Source: an optimization exercise on an open RTL-to-GDS flow (aim: small area, a short achievable clock period and few clock cycles per item). Production flows keep margins and buffers that such runs may drop. In this exercise RTL edits were held to simulation tests only and were not proved equivalent to the original.

<file path="flow/run.sh">
#!/bin/bash
# The standard layout (standard.sh: ORFS synthesis through finish, unchanged scripts,
# the design's SDC and clock period), with the resizer's setup repair asked to leave
# more slack than the default so that it works on every path that sets the period.
set -euo pipefail
bash standard.sh SETUP_SLACK_MARGIN=8 finish > standard_flow.log 2>&1
</file>
<file path="standard.sh">
#!/bin/bash
# synth_recipe.tcl (not shown) runs the flow's synth.tcl, then flattens the netlist and writes it again
# the make line also repeats each setting of config.mk as NAME=value (left out here)
make -C /OpenROAD-flow-scripts/flow DESIGN_CONFIG=/design/flow/config.mk WORK_HOME=/design/flow/orfs CLKGATE_MAP_FILE= SYNTH_SCRIPT=/design/flow/synth_recipe.tcl "${@:-finish}"
</file>
<file path="config.mk">
export PLATFORM = sky130hd
export DESIGN_NAME = q16_fixed_point_alu_top
export DESIGN_NICKNAME = q16_fixed_point_alu_top
export VERILOG_FILES = /design/flow/design.v
export SDC_FILE = /design/flow/constraint.sdc
export NUM_CORES = 4
export LEC_CHECK = 0
export CAP_MARGIN = 20
export CORE_MARGIN = 2
export CORE_UTILIZATION = 50
export SLEW_MARGIN = 20
</file>
<file path="constraint.sdc">
create_clock -name core_clock -period 12.0 [get_ports {clk}]
set_input_delay 2.4000 -clock core_clock [delete_from_list [all_inputs] [get_ports {clk}]]
set_output_delay 2.4000 -clock core_clock [all_outputs]
set_load 0.01 [all_outputs]
</file>
<file path="design.v">
module q16_fixed_point_alu_top
(
	input  logic        clk,
	input  logic        arst_n,
	input  logic        s_tvalid,
	output logic        s_tready,
	input  logic [71:0] s_tdata,
	output logic        m_tvalid,
	input  logic        m_tready,
	output logic [39:0] m_tdata
);
	localparam logic [2:0] S_EMPTY = 3'd0;
	localparam logic [2:0] S_ABSF  = 3'd1;  
	localparam logic [2:0] S_CONVF = 3'd2;  
	localparam logic [2:0] S_ITER  = 3'd3;  
	localparam logic [2:0] S_MDF   = 3'd4;  
	function automatic logic [5:0] lzc32(input logic [31:0] x);
		logic [5:0] n;
		n = 6'd32;
		for (int i = 0; i < 32; i++)
			if (x[i]) n = 6'(31 - i);
		lzc32 = n;
	endfunction
	function automatic logic amo32(input logic [31:0] x);
		logic [31:0] z;  
		logic [31:0] o;  
		logic [31:0] z2, o2;
		z = ~x;
		o = 32'hffffffff;
		for (int l = 0; l < 5; l++) begin
			for (int i = 0; i < 32; i++) begin
				if ((i % (2 << l)) == 0) begin
					z2[i] = z[i] & z[i + (1 << l)];
					o2[i] = (o[i] & z[i + (1 << l)]) | (z[i] & o[i + (1 << l)]);
				end else begin
					z2[i] = 1'b0;
					o2[i] = 1'b0;
				end
			end
			z = z2;
			o = o2;
		end
		amo32 = o[0];
	endfunction
	logic        i_v;
	logic [65:0] i_d;
	logic        rdy_q;
	always_ff @(posedge clk) begin
		if (rdy_q) i_d <= s_tdata[65:0];
	end
	logic        a_v;
	logic [1:0]  a_op;
	logic [31:0] a_x;     
	logic [31:0] a_y;     
	logic        a_swap;  
	logic [5:0]  a_ush;   
	logic        a_neg;
	logic        a_dz;
	logic        a_p2;    
	logic        a_big;
	logic [1:0]  in_op;
	logic [31:0] in_a, in_b;
	assign in_op = i_d[1:0];
	assign in_a = i_d[33:2];
	assign in_b = i_d[65:34];
	logic [31:0] ma, mb;
	logic [4:0]  ca, cb;        
	logic [5:0]  zb;            
	logic [5:0]  za_lo, zb_lo;  
	logic [7:0]  ushd;          
	logic [5:0]  ush_div, ush_mul;
	logic        swap;
	logic [5:0]  zmax;
	logic [8:0]  uconv;
	assign ma = in_a[31] ? 32'(-in_a) : in_a;
	assign mb = in_b[31] ? 32'(-in_b) : in_b;
	assign ca = 5'(lzc32({in_a[31:1] ^ in_a[30:0], 1'b1}));
	assign cb = 5'(lzc32({in_b[31:1] ^ in_b[30:0], 1'b1}));
	assign zb = {1'b0, cb} + 6'd1;
	assign za_lo = {1'b0, ca} + {5'd0, !in_a[31]};
	assign zb_lo = {1'b0, cb} + {5'd0, !in_b[31]};
	assign ushd = 8'd31 + {2'd0, za_lo} - {2'd0, zb};
	assign ush_div = ushd[7] ? 6'd0 : (ushd >= 8'd46) ? 6'd46 : {ushd[5:1], 1'b0};
	assign swap = za_lo > zb_lo;
	assign zmax = swap ? za_lo : zb_lo;
	assign ush_mul = (zmax >= 6'd30) ? 6'd30 : {zmax[5:1], 1'b0};
	logic       p2;
	logic [5:0] ush_p2;
	assign p2 = in_b[31] ? amo32({in_b[31:1] ^ in_b[30:0], 1'b0}) : amo32(in_b);
	assign ush_p2 = {1'b0, cb} + 6'd2 - {5'd0, in_b[31]};
	assign uconv = {1'b0, in_a[30:23]} - 9'd102;
	logic i2a;
	always_ff @(posedge clk) begin
		if (i2a) begin
			a_op <= in_op;
			a_y <= mb;
			a_swap <= swap;
			a_dz <= (in_b[30:0] == 31'd0);
			a_p2 <= p2;
			a_big <= (in_a[30:23] > 8'd142);
			case (in_op)
				2'd0: begin
					a_x <= ma;
					a_ush <= ush_mul;
					a_neg <= in_a[31] ^ in_b[31];
				end
				2'd1: begin
					a_x <= ma;
					a_ush <= p2 ? ush_p2 : ush_div;
					a_neg <= in_a[31] ^ in_b[31];
				end
				2'd2: begin
					a_x <= {8'd0, 1'b1, in_a[22:0]};
					a_ush <= uconv[8] ? 6'd0 : uconv[5:0];
					a_neg <= in_a[31];
				end
				default: begin
					a_x <= ma;
					a_ush <= 6'd32;
					a_neg <= 1'b0;
				end
			endcase
		end
	end
	logic [2:0]  st;
	logic        is_div;
	logic        neg;
	logic        dz;
	logic        p2q;   
	logic        big;
	logic [4:0]  cnt;   
	logic [31:0] R;    
	logic [47:0] NQ;   
	logic [31:0] D;    
	logic [32:0] T3;   
	logic [33:0] Y;    
	logic [1:0]  cq;   
	logic [1:0]  ocnt;  
	logic        out_v;
	logic [33:0] out_q;   
	logic [33:0] out_q1;  
	logic fin, push, pop, acc, xfer, dlast;
	assign fin  = (st == S_ABSF) || (st == S_CONVF) || (st == S_MDF);
	assign dlast = (st == S_ITER) && is_div && !neg && (cnt == 5'd23);
	assign push = (fin || dlast) && !ocnt[1];
	assign pop  = out_v && m_tready;
	assign acc  = rdy_q && s_tvalid;
	assign xfer = a_v && ((st == S_EMPTY) || push);
	assign i2a  = i_v && (!a_v || xfer);
	assign s_tready = rdy_q;
	assign m_tvalid = out_v;
	assign m_tdata  = {6'd0, out_q};
	logic [95:0] shf;
	logic [32:0] t3new;
	logic [31:0] shx, dnew;
	logic        mulsw;
	assign mulsw = (a_op == 2'd0) && !a_swap;
	assign shx  = mulsw ? a_y : a_x;
	assign dnew = mulsw ? a_x : a_y;
	logic [33:0] ynew;
	logic        xdiv;
	assign xdiv = (a_op == 2'd1);
	assign shf  = {48'd0, shx, 16'd0} << a_ush;
	assign t3new = {1'b0, dnew} + {dnew, 1'b0};
	always_comb begin
		if (xdiv) begin
			ynew = ~{1'b0, t3new};
		end else begin
			case (shf[47:46])
				2'd0: ynew = 34'd0;
				2'd1: ynew = {2'b00, dnew};
				2'd2: ynew = {1'b0, dnew, 1'b0};
				default: ynew = {1'b0, t3new};
			endcase
		end
	end
	logic [32:0] T;
	logic [33:0] d1, d2, d3;
	logic [33:0] ax;
	logic [31:0] R_it;
	logic [47:0] NQ_it;
	logic [33:0] Y_it;
	assign T = {R[30:0], NQ[47:46]};
	assign d1 = {1'b0, T} - {2'b00, D};
	assign d2 = {1'b0, T} - {1'b0, D, 1'b0};
	assign ax = {1'b0, is_div & R[30], R[29:0], is_div ? NQ[47:46] : 2'b00};
	assign d3 = ax + Y + {33'd0, is_div};
	always_comb begin
		case (NQ[45:44])
			2'd0: Y_it = 34'd0;
			2'd1: Y_it = {2'b00, D};
			2'd2: Y_it = {1'b0, D, 1'b0};
			default: Y_it = {1'b0, T3};
		endcase
	end
	logic take3;
	logic [1:0] q;
	assign take3 = !is_div || !d3[33];
	always_comb begin
		if (take3) begin
			R_it = d3[31:0];
			q = 2'd3;
		end else if (!d2[33]) begin
			R_it = d2[31:0];
			q = 2'd2;
		end else if (!d1[33]) begin
			R_it = d1[31:0];
			q = 2'd1;
		end else begin
			R_it = T[31:0];
			q = 2'd0;
		end
	end
	assign NQ_it = {NQ[45:0] + {44'd0, cq}, is_div ? q : R[31:30]};
	logic [33:0] dres;
	assign dres = {1'b0, (NQ[45:29] != 17'd0), NQ[29:0], q};
	logic [31:0] hi;
	logic [47:0] qd;
	assign qd = p2q ? {R, NQ[47:32]} : NQ;
	logic [31:0] M;
	logic        inc;
	logic        ovf;
	logic        ngt;
	logic [31:0] res;
	logic [33:0] result;
	assign hi = NQ_it[33:2];  
	always_comb begin
		M = R;
		inc = 1'b1;
		ovf = 1'b0;
		ngt = neg;
		case (st)
			S_ABSF: begin
				ovf = (R == 32'h80000000);
				ngt = 1'b0;
			end
			S_CONVF: begin
				ovf = big || (neg ? (R > 32'h80000000) : R[31]);
			end
			default: begin
				if (is_div) begin
					M = qd[31:0];
					ovf = neg ? ((qd[47:31] != 17'd0) && (qd[47:0] != 48'h80000000)) : (qd[47:31] != 17'd0);
				end else begin
					M = {hi[15:0], R[31:16]};
					inc = (R[15:0] == 16'd0);
					ovf = neg ? ((hi[31:16] != 16'd0) || (hi[15] && ((hi[14:0] != 15'd0) || (R != 32'd0))))
					          : (hi[31:15] != 17'd0);
				end
			end
		endcase
	end
	always_comb begin
		res = ngt ? 32'(~M + {31'd0, inc}) : M;
		if (st == S_CONVF && ovf) res = neg ? 32'h80000000 : 32'h7fffffff;
		result = {1'b0, ovf, res};
		if (st == S_MDF && dz) result = {1'b1, 1'b0, 32'd0};
		if (st == S_ITER) result = dres;
	end
	logic [2:0] st_nx;
	logic       a_v_nx, i_v_nx;
	logic [1:0] ocnt_nx;
	always_comb begin
		if (xfer) begin
			case (a_op)
				2'd3: st_nx = S_ABSF;
				2'd2: st_nx = S_CONVF;
				2'd1: st_nx = (a_dz || a_p2) ? S_MDF : S_ITER;
				default: st_nx = S_ITER;
			endcase
		end else if (st == S_EMPTY || push) begin
			st_nx = S_EMPTY;
		end else if (st == S_ITER) begin
			st_nx = (cnt == 5'd23) ? S_MDF : S_ITER;
		end else begin
			st_nx = st;
		end
	end
	assign i_v_nx = acc || (i_v && !i2a);
	assign a_v_nx = i2a || (a_v && !xfer);
	assign ocnt_nx = 2'(ocnt + {1'b0, push} - {1'b0, pop});
	always_ff @(posedge clk or negedge arst_n) begin
		if (!arst_n) begin
			st <= S_EMPTY;
			a_v <= 1'b0;
			i_v <= 1'b0;
			out_v <= 1'b0;
			ocnt <= 2'd0;
			rdy_q <= 1'b1;
		end else begin
			st <= st_nx;
			a_v <= a_v_nx;
			i_v <= i_v_nx;
			out_v <= (ocnt_nx != 2'd0);
			ocnt <= ocnt_nx;
			rdy_q <= !i_v_nx || !a_v_nx || (st_nx == S_EMPTY) ||
			         (((st_nx == S_ABSF) || (st_nx == S_CONVF) || (st_nx == S_MDF)) && !ocnt_nx[1]);
		end
	end
	always_ff @(posedge clk) begin
		if (pop ? (ocnt == 2'd2) : 1'b0) out_q <= out_q1;
		else if (push && (pop ? (ocnt == 2'd1) : (ocnt == 2'd0))) out_q <= result;
		if (push && (pop ? (ocnt == 2'd2) : (ocnt == 2'd1))) out_q1 <= result;
		if (xfer) begin
			R <= shf[79:48];
			NQ <= shf[47:0];
			D <= dnew;
			T3 <= t3new;
			Y <= ynew;
			cq <= 2'd0;
			cnt <= a_ush[5:1] + (xdiv ? 5'd0 : 5'd8);
			is_div <= xdiv;
			neg <= a_neg;
			dz <= xdiv && a_dz;
			p2q <= a_p2;
			big <= a_big;
		end else if (st == S_ITER) begin
			R <= R_it;
			NQ <= NQ_it;
			if (!is_div) begin
				Y <= Y_it;
				cq <= d3[33:32];
			end
			cnt <= cnt + 5'd1;
		end
	end
endmodule
</file>
==> run summary, run 1 <==
The remaining global-route overflow was 0. The number of buffers added to fix hold violations after cts was 0; the cell count after synthesis was 3654. After layout, the minimum clock period comes to 4.74 ns.

OpenSTA, run right after detailed placement, puts the worst setup slack at 6.71 ns. Data on the critical path is required at its endpoint by 12.33 ns. A synthesized cell averages 9.32 sq um. The share of flip-flops with an asynchronous set or reset after synthesis was 2.20%.

The chip height is 265 um. Layout filler cell count: 5448. The top achievable clock speed was 0.211 GHz; the max-slew headroom at the worst pin was 36.9%.

The detailed router placed 31.4k vias in this run. The run finished with no timing, DRC or antenna violations. Entering global routing, the biggest net connects 161 pins. The tools report the critical register-to-register path startpoint as i_d[7]. Sequential cells were found to cover 36.0% of the synthesized design area. For the count of pins over their slew limit, the log shows 0. Most used flip-flop cell after synthesis: sky130_fd_sc_hd__edfxtp_1.

Wires add up to 127 mm. After synthesis the netlist holds a flip-flop and latch count of 410.

In the final design database the tool counted 4260 nets. The worst hold path belongs to the class register to register. The tightest hold path in the finished design has a slack of 0.442 ns. Dividing the detail-routed via count by the number of cells gives 6.48. Summed over its instances, the top area cell type makes up 35.2% of the synthesized netlist area.

The worst reg2reg path depth works out to 24. The detailed-route wire length per cell is 26.3 um, and the arrival time reported for the critical path endpoint is 5.07 ns. Yosys attributes the largest share of cell area to sky130_fd_sc_hd__edfxtp_1, sky130_fd_sc_hd__ha_1, sky130_fd_sc_hd__xnor2_1. In this run the horizontal extent of the chip is 265 um.

The largest single stage delay on the critical path is 0.37 ns. In the final timing run, aggregate negative setup slack is 0 ns. The share of the clock period used by the worst path after layout works out to 39.5%. The H-tree was split into 2 levels. The number of buffers inserted during clock tree synthesis is 50. The origin of the worst min-delay path is a_neg. The tools report the total placed instance area as 0.0361 sq mm.

The number of hold violations in the final report was 0. The area growth from synthesis to final layout works out to 23.8%. The cell sitting at the root of the clock tree is a sky130_fd_sc_hd__clkbuf_16. For the distinct cell type count after synthesis, the log shows 107. The global-route wire length before repair was 186 mm; the number of placement rows was 95.

Setup slack on the critical path of the routed design comes to 7.26 ns. The Yosys warning count came out at 1. Among the stages of the critical path, the cell type that occurs most often is sky130_fd_sc_hd__ha_4. Routability-driven placement finished with a final weighted congestion of 1.00.

Walking the worst path, the cells encountered are inv_2 > buf_6 > ha_4 > o31ai_4 > a211oi_2 > o31ai_4 > a211oi_2 > o311ai_1 > buf_4 > a31oi_4 > ha_4 > xnor2_4 > inv_2 > ha_4 > inv_2 > ha_4 > a21o_1 > a21oi_4 > xnor2_2 > a31o_2 > a21oi_4 > a21oi_4 > o31ai_2 > nand4_1. At the pin with the least slew margin, the transition time is 0.936 ns. In this run, synthesis inferred 399 flip-flops with an integrated enable.

The number of global-route vias before repair is 29.6k. The tools report the worst flop-to-flop path endpoint as a_ush[3]. Counting both buffers and inverters, the worst setup path holds a total of 5.

The total placed cells including tap cells is 4497. The run gives 0.0422 sq mm as the final instance area. The initial utilization of the core area, before any placement, comes to 50.6%.

The first TritonRoute pass finished after 7 iterations. Final setup skew: 0.0235 ns. sky130_fd_sc_hd__edfxtp_1 is the most common cell in the netlist. The slowest stage cell on the critical path is sky130_fd_sc_hd__edfxtp_1. The cell family contributing the most delay on the critical path is compound AO/OA/AOI/OAI gates. The count of maximum capacitance violations is 0.

The critical path is of the register to register type. Registers take 0.0123 sq mm. The count of nets left with antenna violations once routing finished came out at 0.

TritonCTS built the clock tree. The clock passes through at most 3 buffers. The core region is 0.0673 sq mm.

After the flow finishes, the layout carries non-filler instances totaling 4843. The worst hold path terminates at neg.

The kind of launch point of the worst setup path is a register. Cells with a size suffix above 1 make up 20.7% of the layout. Setup repair after global routing could not meet its margin everywhere. sky130_fd_sc_hd__edfxtp_1 takes more of the synthesized area than any other cell.

Clock-pin slew was measured on the worst setup and hold paths at 0.06 ns. For this block, the initial DRC count from the detailed router was 3594. The initial antenna violation count is 0. The total die area came out at 0.0702 sq mm. The worst-skew pair later-pin latency is 0.61 ns, and the global routing usage summed across all routing layers is 34.7%. The setup violation total in the final timing report was 0.

The total of buffers placed on input and output ports works out to 105. Along the worst path, the maximum fanout reaches 4. The tools report the category of the worst setup path capture point as a register. The number of cells on the worst hold path is 0, and the area of the multi-input gates is 0.0225 sq mm.

The clock drives 410 sinks. After detailed routing, the number of remaining DRC violations is 0. The cell area that synthesis handed to floorplanning was 0.0341 sq mm.

The boundary pin count is 118, and the placed wire-length estimate is 89.8 mm. For flop-to-flop paths, the worst setup slack is 7.26 ns. By count the netlist is led by sky130_fd_sc_hd__edfxtp_1, sky130_fd_sc_hd__nor2_1, sky130_fd_sc_hd__a21oi_1.
## stage by stage
step	utilization (%)
after floorplan	-
after global placement	53.7
after detailed placement	53.7
after CTS	60.1
after global routing	62.7
final	62.7
## sequential cells by signal (all words and copies together), names as in the netlist, 31 cells and up
register / flops
R: 32
out_q1: 34
a_y: 32
a_x: 32
NQ: 48
out_q: 34
D: 31
i_d: 66
Y: 34
T3: 33
## worst max path at each step
stage	startpoint	to	slack, ns	cells after the start
floorplan	a_op[0]	Y[31]	7.72	18
global placement	is_div	R[27]	6.75	16
detailed placement	a_op[0]	Y[32]	6.71	15
CTS	i_d[7]	a_ush[3]	7.27	23
global route	i_d[7]	a_ush[3]	7.05	24
finish	i_d[7]	a_ush[3]	7.26	24
## worst register-to-register path: stages (launching register included)
cell	delay, ns
sky130_fd_sc_hd__edfxtp_1	0.37
sky130_fd_sc_hd__inv_2	0.08
sky130_fd_sc_hd__buf_6	0.10
sky130_fd_sc_hd__ha_4	0.20
sky130_fd_sc_hd__o31ai_4	0.24
sky130_fd_sc_hd__a211oi_2	0.13
sky130_fd_sc_hd__o31ai_4	0.32
sky130_fd_sc_hd__a211oi_2	0.13
sky130_fd_sc_hd__o311ai_1	0.30
sky130_fd_sc_hd__buf_4	0.19
sky130_fd_sc_hd__a31oi_4	0.10
sky130_fd_sc_hd__ha_4	0.21
sky130_fd_sc_hd__xnor2_4	0.17
sky130_fd_sc_hd__inv_2	0.07
sky130_fd_sc_hd__ha_4	0.26
sky130_fd_sc_hd__inv_2	0.04
sky130_fd_sc_hd__ha_4	0.20
sky130_fd_sc_hd__a21o_1	0.20
sky130_fd_sc_hd__a21oi_4	0.18
sky130_fd_sc_hd__xnor2_2	0.10
sky130_fd_sc_hd__a31o_2	0.26
sky130_fd_sc_hd__a21oi_4	0.15
sky130_fd_sc_hd__a21oi_4	0.09
sky130_fd_sc_hd__o31ai_2	0.25
sky130_fd_sc_hd__nand4_1	0.14
## cells by family (layout without fill, tap and decap cells)
logic type               after synthesis  count (layout)  synth area share (%)
AO/OA/AOI/OAI                       1073            1075                  20.1
AND/OR/NAND/NOR                     1012            1012                  14.2
flip-flops                           410             410                  36.0
buffers and inverters                402             709                  4.90
adder cells (fa/ha/maj)              261             261                  9.70
XOR/XNOR                             257             257                  6.63
multiplexers                         238             239                  8.51
other                                  1               7                0.0110
## cell usage in the layout (no fill, tap or decap), types with 42 or more instances in the layout
master,instances
sky130_fd_sc_hd__o22ai_1,55
sky130_fd_sc_hd__a21oi_1,250
sky130_fd_sc_hd__nand3_1,79
sky130_fd_sc_hd__o21ai_0,206
sky130_fd_sc_hd__xnor2_1,162
sky130_fd_sc_hd__o21ai_1,42
sky130_fd_sc_hd__mux2i_1,124
sky130_fd_sc_hd__edfxtp_1,399
sky130_fd_sc_hd__inv_1,182
sky130_fd_sc_hd__ha_1,200
sky130_fd_sc_hd__a21o_1,58
sky130_fd_sc_hd__nor3_1,63
sky130_fd_sc_hd__xor2_1,67
sky130_fd_sc_hd__buf_4,236
sky130_fd_sc_hd__mux2_2,44
sky130_fd_sc_hd__o211ai_1,55
sky130_fd_sc_hd__clkdlybuf4s50_1,104
sky130_fd_sc_hd__a31oi_1,43
sky130_fd_sc_hd__clkbuf_16,56
sky130_fd_sc_hd__nor2_1,282
sky130_fd_sc_hd__nand2_1,276
## per-layer routing
metal  global-route usage [%]  vias up  part of all wire (%)
met5                        0        -                     0
met4                     15.3        0                   5.4
met3                     6.95      316                   9.5
met2                     54.2     1595                    44
met1                     46.8    15250                    41
li1                         -    14213                     -
## area by class of cell
type / instances / area share (%)
antenna: 1 / 0.00593
clock buffer: 59 / 3.10
clock inverter: 33 / 0.887
inverter: 220 / 2.00
multi-input combinational: 2850 / 53.3
sequential: 410 / 29.1
tap: 873 / 2.59
timing repair buffer: 397 / 9.03
## timing repair
action / CTS / global route
gates cloned: 10 / 5
pin swaps: 115 / 113
setup endpoints to repair: 168 / 114
gates resized for setup: 246 / 181
buffers inserted: 148 / 89
hold endpoints to repair: 0 / 0
Testbench counts, summed over its fixed seeds: cycles 72,406, items 16,000.
==> run 2: changes to the inputs <==
--- a/design.v
+++ b/design.v
@@ -77,10 +77,10 @@
 	assign ca = 5'(lzc32({in_a[31:1] ^ in_a[30:0], 1'b1}));
 	assign cb = 5'(lzc32({in_b[31:1] ^ in_b[30:0], 1'b1}));
 	assign zb = {1'b0, cb} + 6'd1;
-	assign za_lo = {1'b0, ca} + {5'd0, !in_a[31]};
-	assign zb_lo = {1'b0, cb} + {5'd0, !in_b[31]};
-	assign ushd = 8'd31 + {2'd0, za_lo} - {2'd0, zb};
-	assign ush_div = ushd[7] ? 6'd0 : (ushd >= 8'd46) ? 6'd46 : {ushd[5:1], 1'b0};
+	assign za_lo = lzc32(in_a[31] ? {in_a[31:1] ^ in_a[30:0], 1'b1} : {1'b0, in_a[31:1] ^ in_a[30:0]});
+	assign zb_lo = lzc32(in_b[31] ? {in_b[31:1] ^ in_b[30:0], 1'b1} : {1'b0, in_b[31:1] ^ in_b[30:0]});
+	assign ushd = {3'd0, ca} + {3'd0, ~cb} - {7'd0, in_a[31]};
+	assign ush_div = (ushd[6:1] >= 6'd23) ? 6'd46 : {ushd[5:1], 1'b0};
 	assign swap = za_lo > zb_lo;
 	assign zmax = swap ? za_lo : zb_lo;
 	assign ush_mul = (zmax >= 6'd30) ? 6'd30 : {zmax[5:1], 1'b0};
--- a/config.mk
+++ b/config.mk
@@ -9,3 +9,4 @@
 export CORE_MARGIN = 2
 export CORE_UTILIZATION = 50
 export SLEW_MARGIN = 20
+export TNS_END_PERCENT = 10
==> run summary, run 2 <==
The tools report the number of buffers inserted during clock tree synthesis as 49 (-2.0%). In the layout the commonest cells are sky130_fd_sc_hd__edfxtp_1, sky130_fd_sc_hd__nand2_1, sky130_fd_sc_hd__nor2_1. The remaining global-route overflow was 0 (unchanged); the number of global-route vias before repair was 29.5k (-0.28%). Total of buffers placed on input and output ports: 105 (unchanged).

The run gives 0 (unchanged) as the remaining antenna violation count. Leaving out fill and tap cells, the most frequent cell in the layout is sky130_fd_sc_hd__edfxtp_1. The detailed-route wire length per cell was 25.3 um (-3.8%). The run gives 0.424 ns (-0.0182 ns) as the worst-case hold slack. The last weighted congestion value of the routability-driven placer was 0.986 (-1.6%); the total die area was 0.0714 sq mm (+1.7%).

The number of synthesized register bits works out to 410 (unchanged). The logs give 91.1 mm (+1.5%) for the placed wire-length estimate and 58.6% (-4.0 points) for the fraction of the core area covered by cells at the end of the flow. The effective utilization at floorplan is 50.5% (-0.11 points). The worst setup path is captured at a register. For the number of placement rows, the log shows 96 (+1.1%). The most common cell in the netlist is sky130_fd_sc_hd__edfxtp_1. The tools report the cell count after synthesis as 3796 (+3.9%). The final critical delay including setup and external delays is 4.49 ns (-0.250 ns). The mean post-synth cell area is 9.13 sq um (-2.1%). The die extent in x is 267 um (+0.84%). In the synthesized netlist the dominant register cell turns out to be sky130_fd_sc_hd__edfxtp_1. The via count is 31.2k (-0.44%). The total placed cells including tap cells was 4686 (+4.2%). Kind of launch point of the worst setup path: a register. The initial antenna violation count is 1 (+1), and the arrival time reported for the critical path endpoint is 4.81 ns (-0.26 ns). The cell taking the most area after synthesis was sky130_fd_sc_hd__edfxtp_1. For hold timing, the worst endpoint is big.

The startpoint identified for the worst register-to-register timing path is i_d[38]. The worst-skew pair later-pin latency came out at 0.61 ns (about the same). Sorting the synthesized cells by area gives the leading types as sky130_fd_sc_hd__edfxtp_1, sky130_fd_sc_hd__ha_1, sky130_fd_sc_hd__a21oi_1. The clock transition at the registers of the reported paths is 0.06 ns (about the same), and the max-slew headroom at the worst pin is 21.3% (-16 points).

The area of the mapped netlist is 0.0346 sq mm (+1.7%). The top-area cell type share of the netlist area was 34.6% (-0.59 points). The share of the clock period used by the worst path after layout was 37.4% (-2.1 points). Worst reg2reg path depth: 21 (-13%).

The number of enable-type register cells in the synthesized netlist works out to 399 (unchanged). The minimum setup slack among reg-to-reg paths was 7.51 ns (+0.25 ns). The start-to-end type of the worst setup path is register to register. The slew at the pin closest to its max-slew limit was 1.17 ns (+0.232 ns). In this run the critical register-to-register path is captured at a_ush[3].

Traced cell by cell, the critical path runs through inv_2 > buf_6 > ha_4 > nor3_4 > nor3_2 > o31a_1 > o31a_1 > o31ai_2 > a21boi_1 > o31ai_2 > a21boi_2 > ha_1 > inv_2 > fa_2 > a21o_1 > a21o_1 > xor2_2 > a31oi_1 > o311ai_2 > o221ai_1 > nand3_1. The number of buffers added to fix hold violations after cts was 0 (unchanged). The total wirelength of the detailed-routed design came out at 123 mm (-2.9%). The launching instance or port of the critical path is i_d[38]. The largest driver fanout on the critical path works out to 3 (-1). The pin count of the biggest net entering global routing came out at 81 (-50%).

The Yosys warning count is 1 (unchanged). Among cell families on the critical path, the largest total delay comes from compound AO/OA/AOI/OAI gates. The ratio of cells with drive above 1 in the final layout was 13.5% (-7.2 points); the boundary pin count was 118 (unchanged). Setup repair after global routing could not meet its margin everywhere. Origin of the worst min-delay path: a_big.

Chip height: 267 um (+0.84%). In this run the worst hold path is classified as register to register. The run gives 0 (unchanged) as the setup violation total in the final timing report. The commonest cells after synthesis are sky130_fd_sc_hd__edfxtp_1, sky130_fd_sc_hd__nand2_1, sky130_fd_sc_hd__a21oi_1. The distinct cell type count after synthesis was 105 (-1.9%); the final setup skew was 0.0312 ns (+0.00770 ns).

The largest stage delay on the critical path came out at 0.42 ns (+0.05 ns). Flip-flop count of the largest register after layout: 66 (unchanged). Slowest stage cell on the critical path: sky130_fd_sc_hd__edfxtp_1. The largest registers in the layout are i_d x66, NQ x48. The global-route wire length before repair is 182 mm (-1.9%). The global routing usage summed across all routing layers is 33.6% (-1.1 points), and the net total in the final layout is 4245 (-0.35%). For the number of buffers between clock root and the deepest sink, the log shows 3 (unchanged). The count of clock tree sinks is 410 (unchanged), and the count of pins over their slew limit is 0 (unchanged).

The sequential cell area fraction in the yosys report is 35.4% (-0.61 points), and the number of hold violations in the final report is 0 (unchanged). The flow ran to the end and the layout has no timing, DRC or antenna violations.

The vias per cell was 6.39 (-1.3%); the number of cells on the worst hold path was 0 (unchanged). The run gives 0.0686 sq mm (+1.9%) as the core region area. The post-route DRC violation count came out at 0 (unchanged). Top achievable clock speed: 0.223 GHz (+5.6%).

TritonCTS built the clock tree. The top register by number of flip-flops is i_d. The post-route non-filler standard cell count is 4887 (+0.91%). Share of flip-flops with an asynchronous set or reset after synthesis: 2.20% (unchanged). The number of buffers and inverters on the critical path works out to 3 (-2).

The initial detailed-routing violation count is 3572 (-0.61%), and the number of levels in the clock H-tree is 2 (unchanged). The run gives 0 ns (unchanged) as the setup TNS. Relative to the synthesized area, the layout overhead comes to 16.1%. The tools report the count of maximum capacitance violations as 0 (unchanged).

The tools report the worst path required time as 12.32 ns (about the same). The root buffer cell chosen for the clock tree is sky130_fd_sc_hd__clkbuf_16. The first-pass detailed-route iteration total was 6 (-1).
## run 2: cell types whose count changed in the layout (fill, tap and decap cells not counted), sizes merged, moves of 10 or more
cell	before	now
o21ai	261	290
a21oi	286	328
nand2	283	335
nor2	302	325
inv	218	208
a211oi	28	40
o221ai	27	15
o211ai	55	37
a22oi	40	15
buf	284	144
## run 2: layout make-up
type | instances | area, sq um
fill | 5906 | 28400
multi-input combinational | 2995 | 22000
sequential | 410 | 12300
timing repair buffer | 254 | 2430
clock buffer | 65 | 1330
tap | 931 | 1160
inverter | 207 | 812
clock inverter | 23 | 255
timing repair inverter | 1 | 8.76
antenna | 1 | 2.50
## run 2: worst max-delay path by stage
stage | to | slack (ns) | cells past startpoint
global placement | Y[27] | 6.51 | 9
global route | a_ush[3] | 7.31 | 22
floorplan | NQ[0] | 7.42 | 10
finish | a_ush[3] | 7.51 | 21
detailed placement | Y[29] | 6.48 | 9
CTS | out_q[31] | 7.41 | 15
## run 2: per-layer routing
| layer | part of all wire [%] | track usage, % | wire length (um) |
|---|---|---|---|
| met1 | 41 | 44.5 | 50200 |
| met2 | 46 | 54.3 | 56600 |
| met3 | 8.1 | 4.62 | 10000 |
| met5 | 0 | 0 | 0 |
| met4 | 5.3 | 15.9 | 6510 |
## run 2: cell families (layout without fill, tap and decap cells)
group	after synthesis	in the layout	synth area share [%]
muxes	236	236	8.33
adders and majority gates	257	257	9.39
and+or+nand+nor	1105	1105	15.1
buffers and inverters	397	550	4.71
xor gates and xnor gates	257	257	6.55
AOI/OAI and AO/OA	1133	1134	20.6
DFF	410	410	35.4
other	1	7	0.0108
## run 2: repair_timing
item	in CTS	in global routing
endpoints found under the setup margin	427	139
setup buffers	61	43
gates resized for setup	204	66
cloned	6	1
pin swaps	59	35
## run 2: per-stage QoR
stage / area (sq um) / worst slack (ns)
after floorplan: 34700 / 7.42
after global placement: 36400 / 6.51
after CTS: 39600 / 7.41
after detailed placement: 36400 / 6.48
after global routing: 40200 / 7.31
final: 40200 / 7.51
Testbench counts of run 2, summed over its fixed seeds: cycles 72,406, items 16,000.
==> run 3: changes to the inputs <==
--- a/config.mk
+++ b/config.mk
@@ -8,5 +8,6 @@
 export CAP_MARGIN = 20
 export CORE_MARGIN = 2
 export CORE_UTILIZATION = 50
+export PLACE_DENSITY = 0.75
 export SLEW_MARGIN = 20
 export TNS_END_PERCENT = 10
==> run summary, run 3 <==
The slew at the pin closest to its max-slew limit was 1.09 ns (-0.0784 ns). The total of buffers placed on input and output ports came out at 105 (unchanged). Max-slew headroom at the worst pin: 27.3% (+6.0 points). Summed over all instances, the cell type with the most area after synthesis is sky130_fd_sc_hd__edfxtp_1. The final setup skew was 0.0372 ns (+0.00600 ns); the detailed-route wire length per cell was 23.3 um (-7.6%). The Yosys warning count came out at 1 (unchanged). The placed wire-length estimate is 81.5 mm (-11%). The area growth from synthesis to final layout was 15.9%. The run gives 0 (-1) as the final antenna diode count. The share of the clock period used by the worst path after layout is 38.3% (+0.85 points), and the final setup slack of the worst path is 7.41 ns (-0.102 ns). By area the synthesized netlist is led by sky130_fd_sc_hd__edfxtp_1, sky130_fd_sc_hd__ha_1, sky130_fd_sc_hd__a21oi_1. The critical register-to-register path startpoint is i_d[37]. The clock transition at the registers of the reported paths is 0.06 ns (about the same).

The top register by number of flip-flops was i_d. The most common cell in the synthesized netlist is sky130_fd_sc_hd__edfxtp_1. The tools report the capturing instance or port of the critical path as a_ush[3].

The number of buffers inserted during clock tree synthesis came out at 47 (-4.1%). The initial antenna violation count was 2 (+1). The run gives 28.8k (-2.4%) as the number of global-route vias before repair. Setup repair after global routing could not meet its margin everywhere. The logs give 0.0714 sq mm (unchanged) for the total die area and 50.5% (unchanged) for the effective utilization at floorplan. The total placed instance area is 0.0364 sq mm (about the same). Remaining global-route overflow: 0 (unchanged). The critical path in this run is classified as register to register. The worst reg2reg path depth is 22 (+4.8%), and the cell count after synthesis is 3796 (unchanged). The first-pass detailed-route iteration total was 7 (+1).

The top-area cell type share of the netlist area is 34.6% (unchanged). The count of clock tree sinks is 410 (unchanged). The boundary pin count is 118 (unchanged), and the final instance area is 0.0402 sq mm (-0.16%). The pin count of the biggest net entering global routing came out at 78 (-3.7%).

The logs give 0.62 ns (about the same) for the worst-skew pair later-pin latency and 3 (unchanged) for the number of buffers between clock root and the deepest sink. The core region area came out at 0.0686 sq mm (unchanged). The most critical setup path has its startpoint at i_d[37]. The logs give 30.6% (-3.0 points) for the global routing usage summed across all routing layers and 0 (unchanged) for the post-route DRC violation count.

The number of placement rows came out at 96 (unchanged). The worst flop-to-flop path endpoint was a_ush[3]. Count of maximum capacitance violations: 0 (unchanged). The layout filler cell count was 5855 (-0.86%). The count of pins over their slew limit is 0 (unchanged), and the largest driver fanout on the critical path is 6 (+3).

The number of levels in the clock H-tree is 2 (unchanged). The logs give 4244 (-0.024%) for the net total in the final layout and 4.90 ns (+0.09 ns) for the arrival time reported for the critical path endpoint.

The setup violation total in the final timing report came out at 0 (unchanged). The number of synthesized register bits works out to 410 (unchanged). STA classifies the critical path endpoint as a register. The tools report the area of the mapped netlist as 0.0346 sq mm (unchanged). The top achievable clock speed was 0.218 GHz (-2.2%); the distinct cell type count after synthesis was 105 (unchanged).

The tools report the kind of launch point of the worst setup path as a register. The number of hold violations in the final report was 0 (unchanged); the worst slack after detailed placement was 6.51 ns (+0.0313 ns). The share of flip-flops with an asynchronous set or reset after synthesis is 2.20% (unchanged), and the die extent in x is 267 um (unchanged). The number of enable-type register cells in the synthesized netlist came out at 399 (unchanged).

Worst path required time: 12.31 ns (about the same). The total wirelength of the detailed-routed design was 114 mm (-7.6%). Class of the tightest hold or removal check: register to register. The ratio of cells with drive above 1 in the final layout is 13.6% (+0.12 points), and the setup TNS is 0 ns (unchanged). The flip-flop count of the largest register after layout is 66 (unchanged). In the layout the commonest cells are sky130_fd_sc_hd__edfxtp_1, sky130_fd_sc_hd__nand2_1, sky130_fd_sc_hd__nor2_1, sky130_fd_sc_hd__a21oi_1, sky130_fd_sc_hd__o21ai_0. The most common library cell in the layout ignoring fill and taps was sky130_fd_sc_hd__edfxtp_1. The largest registers in the layout are i_d x66, NQ x48. The global-route wire length before repair is 169 mm (-7.4%).

The chip height was 267 um (unchanged). The last weighted congestion value of the routability-driven placer is 0.994 (+0.81%), and the sequential cell area fraction in the yosys report is 35.4% (unchanged). The tree is rooted in a sky130_fd_sc_hd__clkbuf_16. The final critical delay including setup and external delays was 4.59 ns (+0.102 ns). The run gives 3808 (+6.6%) as the initial detailed-routing violation count. The mean post-synth cell area came out at 9.13 sq um (unchanged). After synthesis, the most frequently instantiated cells are sky130_fd_sc_hd__edfxtp_1, sky130_fd_sc_hd__nand2_1, sky130_fd_sc_hd__a21oi_1.

The vias per cell came out at 6.46 (+1.1%). In the synthesized netlist the dominant register cell turns out to be sky130_fd_sc_hd__edfxtp_1. The logs give 31.6k (+1.1%) for the via count and 0.419 ns (-0.00497 ns) for the worst-case hold slack. The minimum setup slack among reg-to-reg paths is 7.41 ns (-0.10 ns).

The remaining antenna violation count is 0 (unchanged). The run finished with no timing, DRC or antenna violations. TritonCTS built the clock tree.
-- run 3: cell type report --
| class | instances | area, sq um | area share, % |
|---|---|---|---|
| Clock buffer | 60 | 1350 | 3.36 |
| Clock inverter | 28 | 333 | 0.829 |
| Inverter | 207 | 801 | 1.99 |
| Multi-Input combinational cell | 2995 | 21800 | 54.3 |
| Sequential cell | 410 | 12300 | 30.5 |
| Tap cell | 931 | 1160 | 2.90 |
| Timing Repair Buffer | 256 | 2460 | 6.12 |
-- run 3: per-layer routing --
metal  part of all wire (%)  GRT usage (%)
met4                    6.1           17.3
met1                     39           40.4
met2                     44           47.0
met5                  0.024              0
met3                     11           5.85
-- run 3: worst min path at each step --
stage / from / to / slack, ns / cells past startpoint
3_5_place_dp: a_big / big / 0.40 / 0
5_1_grt: a_big / big / 0.42 / 0
6_report: a_big / big / 0.42 / 0
4_1_cts: a_big / big / 0.42 / 0
3_3_place_gp: a_big / big / 0.40 / 0
2_1_floorplan: a_big / big / 0.40 / 0
-- run 3: through the flow --
stage | cells | utilization (%)
floorplan | 3801 | -
global placement | 4682 | 53.0
detailed placement | 4683 | 53.1
CTS | 4819 | 56.8
global route | 4887 | 58.5
finish | 4887 | 58.5
-- run 3: what timing repair did --
item,in CTS,in global routing
setup endpoints to repair,418,146
resized for setup,100,156
cloned,3,2
hold buffers,0,0
pin swaps,33,61
setup buffers,45,65
hold endpoints to repair,0,0
-- run 3: cells by family after synthesis --
| family | Yosys count | share of synthesized area, % |
|---|---|---|
| AO/OA/AOI/OAI | 1133 | 20.6 |
| XOR/XNOR | 257 | 6.55 |
| adder cells (fa/ha/maj) | 257 | 9.39 |
| buffers and inverters | 397 | 4.71 |
| flip-flops | 410 | 35.4 |
| multiplexers | 236 | 8.33 |
| other | 1 | 0.0108 |
| AND/OR/NAND/NOR | 1105 | 15.1 |
-- run 3: worst max-delay path, stage by stage, from the launching register on --
cell	delay [ns]
sky130_fd_sc_hd__edfxtp_1	0.37
sky130_fd_sc_hd__inv_2	0.09
sky130_fd_sc_hd__ha_4	0.31
sky130_fd_sc_hd__nor2_2	0.06
sky130_fd_sc_hd__nor3_2	0.16
sky130_fd_sc_hd__nor3_1	0.06
sky130_fd_sc_hd__o31a_1	0.26
sky130_fd_sc_hd__o31a_1	0.25
sky130_fd_sc_hd__o31ai_2	0.18
sky130_fd_sc_hd__a21boi_1	0.10
sky130_fd_sc_hd__o31ai_1	0.28
sky130_fd_sc_hd__a21boi_1	0.17
sky130_fd_sc_hd__ha_1	0.31
sky130_fd_sc_hd__inv_2	0.05
sky130_fd_sc_hd__fa_2	0.36
sky130_fd_sc_hd__a21o_1	0.16
sky130_fd_sc_hd__a21o_1	0.19
sky130_fd_sc_hd__xor2_1	0.17
sky130_fd_sc_hd__a31oi_1	0.18
sky130_fd_sc_hd__o311ai_2	0.11
sky130_fd_sc_hd__buf_4	0.18
sky130_fd_sc_hd__o221ai_4	0.15
sky130_fd_sc_hd__nand3_2	0.14
==> run 4: changes to the inputs <==
--- a/config.mk
+++ b/config.mk
@@ -7,7 +7,6 @@
 export LEC_CHECK = 0
 export CAP_MARGIN = 20
 export CORE_MARGIN = 2
-export CORE_UTILIZATION = 50
-export PLACE_DENSITY = 0.75
+export CORE_UTILIZATION = 55
 export SLEW_MARGIN = 20
 export TNS_END_PERCENT = 10
==> run summary, run 4 <==
The flow ran to the end and the layout has no timing, DRC or antenna violations. The number of enable-type register cells in the synthesized netlist is 399 (unchanged). The worst setup path is of the register to register kind.

The clock transition at the registers of the reported paths was 0.06 ns (about the same); the first-pass detailed-route iteration total was 8 (+1). Remaining antenna violation count: 0 (unchanged). Setup repair after global routing could not meet its margin everywhere. The mean post-synth cell area came out at 9.13 sq um (unchanged). The flip-flop count of the largest register after layout was 66 (unchanged).

Grouping stages by cell kind, the critical path spends the most delay in compound AO/OA/AOI/OAI gates. The logs give 1 (unchanged) for the Yosys warning count and 1 (-1) for the initial antenna violation count. The final critical delay including setup and external delays is 4.47 ns (-0.119 ns).

The storage element area is 0.0123 sq mm (about the same). Most common cell in the netlist: sky130_fd_sc_hd__edfxtp_1. The tools report the final instance area as 0.0401 sq mm (-0.22%).

The tools report the number of hold violations in the final report as 0 (unchanged). Core region area: 0.0626 sq mm (-8.7%). The largest driver fanout on the critical path was 4 (-2); the net total in the final layout was 4245 (+0.024%). The top register by number of flip-flops was i_d. The top-area cell type share of the netlist area came out at 34.6% (unchanged). TritonCTS built the clock tree. The remaining global-route overflow came out at 0 (unchanged). The tools report the initial detailed-routing violation count as 4108 (+7.9%).

The class of the tightest hold or removal check is register to register. The library cell used most frequently in the layout, excluding fill and tap cells, is sky130_fd_sc_hd__edfxtp_1. Among all stages on the critical path, the largest delay is contributed by sky130_fd_sc_hd__edfxtp_1. Post-route DRC violation count: 0 (unchanged). The total die area was 0.0650 sq mm (-9.0%); the slew at the pin closest to its max-slew limit was 1.13 ns (+0.0441 ns).

Counting instances in the post-synthesis netlist gives the leading cell types as sky130_fd_sc_hd__edfxtp_1, sky130_fd_sc_hd__nand2_1, sky130_fd_sc_hd__a21oi_1. The via count was 31.7k (+0.34%); the number of levels in the clock H-tree was 2 (unchanged). The tools report the number of buffers inserted during clock tree synthesis as 48 (+2.1%). The area of the multi-input gates came out at 0.0220 sq mm (+0.72%). The top achievable clock speed was 0.224 GHz (+2.7%); the area growth from synthesis to final layout was 15.6%. Of all cell types, the one taking the most synthesized area is sky130_fd_sc_hd__edfxtp_1.

The vias per cell is 6.59 (+2.1%). The chip height was 255 um (-4.6%). The run gives 4.80 ns (-0.10 ns) as the arrival time reported for the critical path endpoint. The tools report the area of the mapped netlist as 0.0346 sq mm (unchanged). The root buffer selected by CTS was sky130_fd_sc_hd__clkbuf_16. Number of buffers and inverters on the critical path: 3 (unchanged). The signal on the critical path passes through inv_2 > ha_4 > nor3_2 > nor3_1 > o31a_1 > o31a_1 > o31ai_2 > a21boi_1 > o31ai_2 > a21boi_2 > ha_1 > inv_2 > fa_2 > a21o_1 > a21o_1 > xor2_2 > a31oi_1 > o311ai_2 > buf_4 > o221ai_2 > nand2_1.

The tools report the worst-skew pair later-pin latency as 0.61 ns (about the same). The largest registers in the layout are i_d x66, NQ x48. The layout filler cell count came out at 5157 (-12%).

The total placed instance area was 0.0363 sq mm (-0.28%); the share of the clock period used by the worst path after layout was 37.3% (-1.0 points). The largest stage delay on the critical path was 0.42 ns (+0.05 ns). The sequential cell area fraction in the yosys report is 35.4% (unchanged). The effective utilization at floorplan is 55.3% (+4.8 points), and the pin count of the biggest net entering global routing is 88 (+13%).

The number of synthesized register bits was 410 (unchanged). Setup TNS: 0 ns (unchanged). The share of flip-flops with an asynchronous set or reset after synthesis is 2.20% (unchanged), and the number of buffers added to fix hold violations after cts is 0 (unchanged). The worst setup path is launched from a register. In the layout the commonest cells are sky130_fd_sc_hd__edfxtp_1, sky130_fd_sc_hd__nand2_1, sky130_fd_sc_hd__nor2_1. The cell count after synthesis is 3796 (unchanged). Count of clock tree sinks: 410 (unchanged).

The global routing usage summed across all routing layers is 36.4% (+5.8 points), and the detailed-route wire length per cell is 25.3 um (+8.5%). The number of global-route vias before repair is 30.0k (+4.2%). The most used flip-flop cell after synthesis was sky130_fd_sc_hd__edfxtp_1. The run gives 0 (unchanged) as the count of pins over their slew limit. The tools report the count of maximum capacitance violations as 0 (unchanged). By area the synthesized netlist is led by sky130_fd_sc_hd__edfxtp_1, sky130_fd_sc_hd__ha_1, sky130_fd_sc_hd__a21oi_1. The ratio of cells with drive above 1 in the final layout came out at 13.9% (+0.35 points). The number of buffers between clock root and the deepest sink is 3 (unchanged). The total wirelength of the detailed-routed design is 122 mm (+6.6%). For the last weighted congestion value of the routability-driven placer, the log shows 0.983 (-1.1%).

The total of buffers placed on input and output ports was 105 (unchanged); the die extent in x was 255 um (-4.6%). The final setup skew was 0.0333 ns (-0.00388 ns); the placed wire-length estimate was 89.5 mm (+9.9%). The tools report the number of placement rows as 92 (-4.2%). For the setup violation total in the final timing report, the log shows 0 (unchanged). The boundary pin count was 118 (unchanged).

Worst path required time: 12.33 ns (+0.02 ns). The distinct cell type count after synthesis was 105 (unchanged). The tools report the category of the worst setup path capture point as a register.

The logs give 24.4% (-2.9 points) for the max-slew headroom at the worst pin and 179 mm (+6.3%) for the global-route wire length before repair.
run 4: cell counts after synthesis:
No cell type changed its count.
run 4: routing by layer:
layer | wire length, um | vias up | track usage (%)
li1 | - | 14401 | -
met1 | 47100 | 15075 | 46.9
met2 | 55000 | 1834 | 58.2
met3 | 11500 | 368 | 6.19
met4 | 8000 | 0 | 20.4
met5 | 0 | - | 0
run 4: repair_timing:
item,CTS,global route
setup endpoints to repair,436,178
resized for setup,181,87
gates cloned,4,1
buffers inserted,65,43
pin swaps,62,46
run 4: stage by stage:
stage               setup slack, ns  hold slack, ns  util [%]  cells
global route                   7.36           0.439      64.0   4803
detailed placement             6.57           0.416      57.9   4600
finish                         7.53           0.429      64.0   4804
global placement               6.65           0.409      57.9   4600
floorplan                      7.42           0.400         -   3801
CTS                            7.56           0.430      62.8   4758
run 4: worst paths after layout:
check                         from       end  slack (ns)  cells after the start
hold / removal               a_big       big        0.43                      0
max in group asynchronous   arst_n     rdy_q        9.56                      1
hold reg to reg              a_big       big        0.43                      0
min in group asynchronous   arst_n     out_v        2.10                      1
setup reg to reg           i_d[38]  a_ush[1]        7.53                     21
setup / recovery           i_d[38]  a_ush[1]        7.53                     21
run 4: cell type report:
cell class | instances | share of cell area, %
well taps | 846 | 2.64
diodes | 1 | 0.00625
flip-flops and latches | 410 | 30.6
repair buffers | 257 | 6.08
multi-input cells | 2994 | 54.8
clock buffers | 55 | 3.06
clock inverters | 34 | 0.856
inverters | 207 | 1.97
run 4: kinds of logic after synthesis:
kind of cell / share of synthesized area [%]
fa+ha+maj: 9.39
mux: 8.33
xor+xnor: 6.55
buf+inv: 4.71
compound gates: 20.6
simple gates: 15.1
flops: 35.4
other cells: 0.0108
==> run 5: changes to the inputs <==
==> flow/run.sh (replaced) <==
#!/bin/bash
# The standard layout (standard.sh: ORFS synthesis through finish, unchanged scripts,
# the design's SDC and clock period), with the resizer's setup repair asked to leave
# more slack than the default so that it works on every path that sets the period.
set -euo pipefail
bash standard.sh SETUP_SLACK_MARGIN=7 finish > standard_flow.log 2>&1
--- a/config.mk
+++ b/config.mk
@@ -7,6 +7,6 @@
 export LEC_CHECK = 0
 export CAP_MARGIN = 20
 export CORE_MARGIN = 2
-export CORE_UTILIZATION = 55
+export CORE_UTILIZATION = 50
 export SLEW_MARGIN = 20
 export TNS_END_PERCENT = 10
==> run summary, run 5 <==
The flow ran to the end and the layout has no timing, DRC or antenna violations. The placed wire-length estimate came out at 90.6 mm (+1.3%). The run gives 0.0346 sq mm (unchanged) as the area of the mapped netlist. In the final layout, the registers with the most flip-flops are i_d x66, NQ x48. The ratio of cells with drive above 1 in the final layout was 8.00% (-5.9 points); the share of the clock period used by the worst path after layout was 41.0% (+3.7 points). The initial detailed-routing violation count is 3381 (-18%).

The worst reg2reg path depth is 12 (-43%), and the number of buffers inserted during clock tree synthesis is 48 (unchanged). The run gives 0.0686 sq mm (+9.5%) as the core region area. After synthesis, the most frequently instantiated cells are sky130_fd_sc_hd__edfxtp_1, sky130_fd_sc_hd__nand2_1, sky130_fd_sc_hd__a21oi_1.

For the post-route DRC violation count, the log shows 0 (unchanged). Leaving out fill and tap cells, the most frequent cell in the layout is sky130_fd_sc_hd__edfxtp_1. TritonCTS built the clock tree. Chip height: 267 um (+4.8%). For the first-pass detailed-route iteration total, the log shows 6 (-2). The final setup skew came out at 0.0360 ns (+0.00264 ns). The setup violation total in the final timing report came out at 0 (unchanged).

Ranked by total cell area, the synthesized netlist is headed by sky130_fd_sc_hd__edfxtp_1, sky130_fd_sc_hd__ha_1, sky130_fd_sc_hd__a21oi_1. The clock transition at the registers of the reported paths came out at 0.06 ns (about the same). The total die area is 0.0714 sq mm (+9.8%). The setup TNS was 0 ns (unchanged). The worst setup path is launched from a register.

The tools report the number of placement rows as 96 (+4.3%). The most used flip-flop cell after synthesis is sky130_fd_sc_hd__edfxtp_1. For the remaining antenna violation count, the log shows 0 (unchanged). The global-route wire length before repair came out at 177 mm (-1.1%). The last weighted congestion value of the routability-driven placer was 1.01 (+2.3%).

The total wirelength of the detailed-routed design is 119 mm (-1.8%), and the share of flip-flops with an asynchronous set or reset after synthesis is 2.20% (unchanged). sky130_fd_sc_hd__edfxtp_1 takes more of the synthesized area than any other cell. The number of buffers between clock root and the deepest sink was 3 (unchanged); the count of clock tree sinks was 410 (unchanged). The top achievable clock speed was 0.203 GHz (-9.0%); the vias per cell was 6.39 (-3.0%). The number of synthesized register bits is 410 (unchanged), and the sequential cell area fraction in the yosys report is 35.4% (unchanged). The Yosys warning count came out at 1 (unchanged). The pin count of the biggest net entering global routing came out at 109 (+24%). The detailed-route wire length per cell works out to 24.9 um (-1.6%). The worst path required time was 12.43 ns (+0.10 ns). For the effective utilization at floorplan, the log shows 50.5% (-4.8 points). Setup repair after global routing could not meet its margin everywhere. The initial antenna violation count is 1 (unchanged). The total of buffers placed on input and output ports is 105 (unchanged), and the largest driver fanout on the critical path is 20 (+16).

The boundary pin count is 118 (unchanged). The category of the worst setup path capture point is a register. In the layout the commonest cells are sky130_fd_sc_hd__edfxtp_1, sky130_fd_sc_hd__nand2_1, sky130_fd_sc_hd__a21oi_1. More flip-flops sit in one register than any other, and that register is i_d. The top-area cell type share of the netlist area was 34.6% (unchanged); the final critical delay including setup and external delays was 4.92 ns (+0.444 ns). The flip-flop count of the largest register after layout works out to 66 (unchanged). The slew at the pin closest to its max-slew limit was 1.12 ns (-0.0135 ns); the worst slack after detailed placement was 6.34 ns (-0.229 ns). The area growth from synthesis to layout is 10.9%. For the arrival time reported for the critical path endpoint, the log shows 5.34 ns (+0.54 ns). The via count was 30.6k (-3.3%).

The class of the tightest hold or removal check was register to register. The number of global-route vias before repair was 29.0k (-3.4%). For the count of maximum capacitance violations, the log shows 0 (unchanged). The number of cells on the worst hold path is 0 (unchanged).

The mean post-synth cell area was 9.13 sq um (unchanged); the count of pins over their slew limit was 0 (unchanged). The number of buffers added to fix hold violations after cts was 0 (unchanged); the cell count after synthesis was 3796 (unchanged). The distinct cell type count after synthesis is 105 (unchanged), and the remaining global-route overflow is 0 (unchanged). Final setup slack of the worst path: 7.08 ns (-0.444 ns). For the number of hold violations in the final report, the log shows 0 (unchanged). The global routing usage summed across all routing layers was 32.7% (-3.7 points). Clock tree synthesis selected as its root buffer the cell sky130_fd_sc_hd__clkbuf_16. The number of enable-type register cells in the synthesized netlist works out to 399 (unchanged). Yosys instantiated no cell more often than sky130_fd_sc_hd__edfxtp_1.

The tools report the number of levels in the clock H-tree as 2 (unchanged). The max-slew headroom at the worst pin came out at 24.9% (+0.45 points). The die extent in x came out at 267 um (+4.8%). The net total in the final layout was 4150 (-2.2%); the worst-skew pair later-pin latency was 0.61 ns (about the same). The worst setup path is of the register to register kind.

==> run 5: kinds of logic after synthesis <==
family | count (synthesis) | share of synthesized area, %
buf+inv | 397 | 4.71
simple gates | 1105 | 15.1
compound gates | 1133 | 20.6
other cells | 1 | 0.0108
flops | 410 | 35.4
xor+xnor | 257 | 6.55
fa+ha+maj | 257 | 9.39
mux | 236 | 8.33
==> run 5: cell type report <==
class	count	area, sq um
clock buffers	54	1240
well taps	931	1160
fillers	6106	30200
inverters	207	792
repair buffers	161	1550
clock inverters	34	419
multi-input cells	2995	21000
diodes	1	2.50
flip-flops and latches	410	12200
==> run 5: worst paths after layout <==
kind,startpoint,end,slack (ns)
max,R[3],R[17],7.08
max in group asynchronous,arst_n,rdy_q,9.57
min reg2reg,a_big,big,0.42
max reg2reg,R[3],R[17],7.08
min,a_big,big,0.42
min in group asynchronous,arst_n,a_v,2.11
==> run 5: timing repair <==
action | CTS | global route
setup buffers | 3 | 11
cloned | 1 | 2
setup endpoints to repair | 92 | 29
resized for setup | 9 | 33
hold endpoints to repair | 0 | 0
pin swaps | 1 | 8
==> run 5: worst max-delay path: stages (launching register included) <==
cell	delay [ns]
sky130_fd_sc_hd__edfxtp_1	0.62
sky130_fd_sc_hd__ha_1	0.33
sky130_fd_sc_hd__or3_1	0.42
sky130_fd_sc_hd__a211oi_1	0.27
sky130_fd_sc_hd__nand3_1	0.18
sky130_fd_sc_hd__a21oi_1	0.37
sky130_fd_sc_hd__o211ai_1	0.28
sky130_fd_sc_hd__a211oi_1	0.51
sky130_fd_sc_hd__o21a_2	0.51
sky130_fd_sc_hd__nand2_1	0.12
sky130_fd_sc_hd__a311oi_1	0.61
sky130_fd_sc_hd__o21ai_0	0.35
sky130_fd_sc_hd__o21ai_0	0.16
==> run 5: per-stage QoR <==
step	hold WS (ns)	instance area, sq um	utilization, %	std cells
after global placement	0.407	36400	53.1	4686
after global routing	0.423	38400	56.0	4792
after detailed placement	0.405	36400	53.1	4686
final	0.417	38400	56.0	4793
after floorplan	0.400	34700	-	3801
after CTS	0.418	38200	55.6	4778
==> run 5: metal layers <==
layer	GRT usage (%)	vias up	wire [um]
met4	17.2	0	6780
met5	0	-	0
met1	44.0	14753	50100
met3	4.24	263	8780
li1	-	14221	-
met2	51.3	1407	53700
==> run 6: changes to the inputs <==
==> flow/run.sh (replaced) <==
#!/bin/bash
# The standard layout (standard.sh: ORFS synthesis through finish, unchanged scripts,
# the design's SDC and clock period), with the resizer's setup repair asked to leave
# more slack than the default so that it works on every path that sets the period.
set -euo pipefail
bash standard.sh SETUP_SLACK_MARGIN=7.5 finish > standard_flow.log 2>&1
==> run summary, run 6 <==
The ratio of cells with drive above 1 in the final layout is 10.3% (+2.3 points), and the die extent in x is 267 um (unchanged). Setup repair after global routing could not meet its margin everywhere. The tools report the initial detailed-routing violation count as 3591 (+6.2%).

The tools report the Yosys warning count as 1 (unchanged). The share of the clock period used by the worst path after layout is 38.0% (-3.0 points), and the flip-flop count of the largest register after layout is 66 (unchanged). The cell count after synthesis is 3796 (unchanged). The global-route wire length before repair is 179 mm (+1.1%). The clock transition at the registers of the reported paths was 0.06 ns (about the same). Counting flops per register, the top entry is i_d.

The number of buffers added to fix hold violations after cts was 0 (unchanged); the distinct cell type count after synthesis was 105 (unchanged). In the layout the commonest cells are sky130_fd_sc_hd__edfxtp_1, sky130_fd_sc_hd__nand2_1, sky130_fd_sc_hd__a21oi_1. The tools report the number of buffers inserted during clock tree synthesis as 49 (+2.1%). The run gives 43.9% (-0.13 points) as the global-route track usage on met1. The logs give 50.5% (unchanged) for the effective utilization at floorplan and 33.0% (+0.38 points) for the global routing usage summed across all routing layers. For the sequential cell area fraction in the yosys report, the log shows 35.4% (unchanged). The total of buffers placed on input and output ports is 105 (unchanged). The logs give 0 (unchanged) for the remaining global-route overflow and 0 (unchanged) for the remaining antenna violation count.

The top-area cell type share of the netlist area came out at 34.6% (unchanged). The tools report the total die area as 0.0714 sq mm (unchanged). The run finished with no timing, DRC or antenna violations. Final critical delay including setup and external delays: 4.56 ns (-0.355 ns). met2 is the most crowded layer. Max-slew headroom at the worst pin: 19.3% (-5.6 points). Worst path required time: 12.33 ns (-0.10 ns). The number of levels in the clock H-tree was 2 (unchanged).

The logs give 96 (unchanged) for the number of placement rows and 0.219 GHz (+7.8%) for the top achievable clock speed. The net total in the final layout was 4191 (+0.99%); the share of flip-flops with an asynchronous set or reset after synthesis was 2.20% (unchanged). The run gives 53.3% (+2.0 points) as the global routing usage on met2. The run gives 118 (unchanged) as the boundary pin count. The commonest cells after synthesis are sky130_fd_sc_hd__edfxtp_1, sky130_fd_sc_hd__nand2_1, sky130_fd_sc_hd__a21oi_1.

The post-route non-filler standard cell count was 4834 (+0.86%). The initial antenna violation count came out at 0 (-1). The worst setup path is captured at a register. Among all cell types in the netlist, the one instantiated most often is sky130_fd_sc_hd__edfxtp_1.

Sorting the synthesized cells by area gives the leading types as sky130_fd_sc_hd__edfxtp_1, sky130_fd_sc_hd__ha_1, sky130_fd_sc_hd__a21oi_1. TritonCTS built the clock tree.

The vias per cell works out to 6.39 (about the same). The number of synthesized register bits is 410 (unchanged), and the count of pins over their slew limit is 0 (unchanged). The final setup skew was 0.0305 ns (-0.00547 ns); the largest driver fanout on the critical path was 6 (-70%). The root buffer selected by CTS was sky130_fd_sc_hd__clkbuf_16. The setup TNS is 0 ns (unchanged), and the via count is 30.9k (+0.78%).

The final setup slack of the worst path is 7.44 ns (+0.355 ns). The detailed-route wire length per cell is 25.1 um (+0.62%). Most used flip-flop cell after synthesis: sky130_fd_sc_hd__edfxtp_1. The count of clock tree sinks was 410 (unchanged); the last weighted congestion value of the routability-driven placer was 0.986 (-2.0%). The minimum setup slack among reg-to-reg paths was 7.44 ns (+0.36 ns). The run gives 57.0% (+0.97 points) as the fraction of the core area covered by cells at the end of the flow. The logs give 6.48 ns (+0.147 ns) for the worst slack after detailed placement and 0.0686 sq mm (unchanged) for the core region area.

The worst-skew pair later-pin latency was 0.61 ns (about the same). The setup violation total in the final timing report is 0 (unchanged), and the area growth from synthesis to final layout is 12.8%. For the number of global-route vias before repair, the log shows 29.1k (+0.45%). The tools report the number of buffers between clock root and the deepest sink as 3 (unchanged). The cell taking the most area after synthesis is sky130_fd_sc_hd__edfxtp_1. The tools report the area of the mapped netlist as 0.0346 sq mm (unchanged). The placed wire-length estimate came out at 91.1 mm (+0.54%). The start-to-end type of the worst setup path is register to register.

The total wirelength of the detailed-routed design came out at 121 mm (+1.5%). Leaving out fill and tap cells, the most frequent cell in the layout is sky130_fd_sc_hd__edfxtp_1. The logs give 4686 (unchanged) for the total placed cells including tap cells and 5 (-1) for the first-pass detailed-route iteration total.

The post-route DRC violation count came out at 0 (unchanged). The largest registers in the layout are i_d x66, NQ x48. The number of enable-type register cells in the synthesized netlist works out to 399 (unchanged). The worst setup path is launched from a register. The pin count of the biggest net entering global routing is 81 (-26%), and the chip height is 267 um (unchanged).

The met3 track demand over resource in global routing was 4.57% (+0.33 points); the number of hold violations in the final report was 0 (unchanged). The slew at the pin closest to its max-slew limit is 1.20 ns (+0.0779 ns). The count of maximum capacitance violations was 0 (unchanged). The mean post-synth cell area is 9.13 sq um (unchanged). Class of the tightest hold or removal check: register to register. The run gives 4.89 ns (-0.45 ns) as the arrival time reported for the critical path endpoint.
## run 6: changes by cell type in the layout (fill, tap and decap cells not counted), sizes merged
cell      before  now
inv          205  206
clkbuf        55   66
clkinv        23   15
bufinv        10    5
buf           54   93
bufbuf         1    2
clkinvlp       3    4
diode          1    2
## run 6: metal layers
layer,routed length [um],up-vias
met5,0,-
li1,-,14305
met1,49600,14762
met2,55100,1528
met4,6630,0
met3,9720,289
## run 6: final timing paths
| kind | from | end | cells after the start |
|---|---|---|---|
| max | i_d[28] | a_ush[1] | 21 |
| min | a_big | big | 0 |
| max reg2reg | i_d[28] | a_ush[1] | 21 |
| min reg2reg | a_big | big | 0 |
| max in group asynchronous | arst_n | rdy_q | 1 |
| min in group asynchronous | arst_n | st[1] | 1 |
## run 6: cell type report
cell class,instances,area [sq um]
Inverter,207,795
Multi-Input combinational cell,2995,21400
Clock buffer,65,1330
Timing Repair Buffer,201,1930
Tap cell,931,1160
Clock inverter,23,255
Sequential cell,410,12200
Antenna cell,2,5.00
Fill cell,6014,29500
## run 6: worst max-delay path, cell delays in order (launching register included)
cell,delay [ns]
sky130_fd_sc_hd__edfxtp_1,0.47
sky130_fd_sc_hd__inv_1,0.16
sky130_fd_sc_hd__ha_2,0.41
sky130_fd_sc_hd__inv_1,0.05
sky130_fd_sc_hd__a21oi_1,0.12
sky130_fd_sc_hd__o21bai_1,0.15
sky130_fd_sc_hd__nor4_2,0.31
sky130_fd_sc_hd__o41a_1,0.32
sky130_fd_sc_hd__or2_2,0.18
sky130_fd_sc_hd__mux2i_1,0.19
sky130_fd_sc_hd__nand2b_1,0.13
sky130_fd_sc_hd__ha_1,0.22
sky130_fd_sc_hd__nor2b_1,0.10
sky130_fd_sc_hd__o21ai_0,0.09
sky130_fd_sc_hd__nand2b_1,0.09
sky130_fd_sc_hd__a21oi_1,0.08
sky130_fd_sc_hd__nor2b_1,0.15
sky130_fd_sc_hd__o21ai_2,0.09
sky130_fd_sc_hd__a32oi_2,0.27
sky130_fd_sc_hd__or3b_4,0.42
sky130_fd_sc_hd__a32oi_2,0.20
sky130_fd_sc_hd__nand2_1,0.09
## run 6: cell families after synthesis
group           after synthesis  share of synthesized area (%)
compound gates             1133                           20.6
other cells                   1                         0.0108
flops                       410                           35.4
buf+inv                     397                           4.71
fa+ha+maj                   257                           9.39
simple gates               1105                           15.1
mux                         236                           8.33
xor+xnor                    257                           6.55
## run 6: metrics by stage
| stage | cell area (sq um) | hold slack (ns) |
|---|---|---|
| finish | 39100 | 0.421 |
| global route | 39100 | 0.437 |
| CTS | 38600 | 0.430 |
| detailed placement | 36400 | 0.420 |
| global placement | 36400 | 0.408 |
| floorplan | 34700 | 0.400 |
## run 6: timing repair
action / CTS / global route
cloned: 3 / 1
resized for setup: 82 / 48
endpoints found under the setup margin: 246 / 82
buffers inserted: 27 / 26
pin swaps: 27 / 33
hold endpoints to repair: 0 / 0

-- separate check: timing with driven ports --
In the flow no input, the clock included, has a driving cell. The finished layouts below were timed again as built, in two steps. Step 1, drivers: a clkbuf_16 drives clk and a buf_2 each remaining input, both assumed. Step 2, shift: input delay + t, output delay - t, t = (earliest + latest rising clock arrival at the registers) / 2. This alone moves slack from input paths to output paths. Three values: ideal ports, drivers, drivers and shift; two values: the first two.
| run | t, ns | slack for setup (ns) | worst hold slack (ns) | cell pins on the clock port's net |
|---|---|---|---|---|
| run 1 | 0.666 | 7.260 / 7.260 / 7.260 | 0.442 / 0.442 / 0.442 | 1 |
| run 2 | 0.665 | 7.510 / 7.510 / 7.510 | 0.424 / 0.424 / 0.424 | 1 |
| run 3 | 0.659 | 7.409 / 7.409 / 7.409 | 0.419 / 0.419 / 0.419 | 1 |
| run 4 | 0.654 | 7.528 / 7.528 / 7.528 | 0.429 / 0.429 / 0.429 | 1 |
| run 5 | 0.661 | 7.084 / 7.084 / 7.084 | 0.417 / 0.417 / 0.417 | 1 |
| run 6 | 0.660 | 7.439 / 7.439 / 7.439 | 0.421 / 0.421 / 0.421 | 1 |
After both steps setup and hold are still met in every run listed.
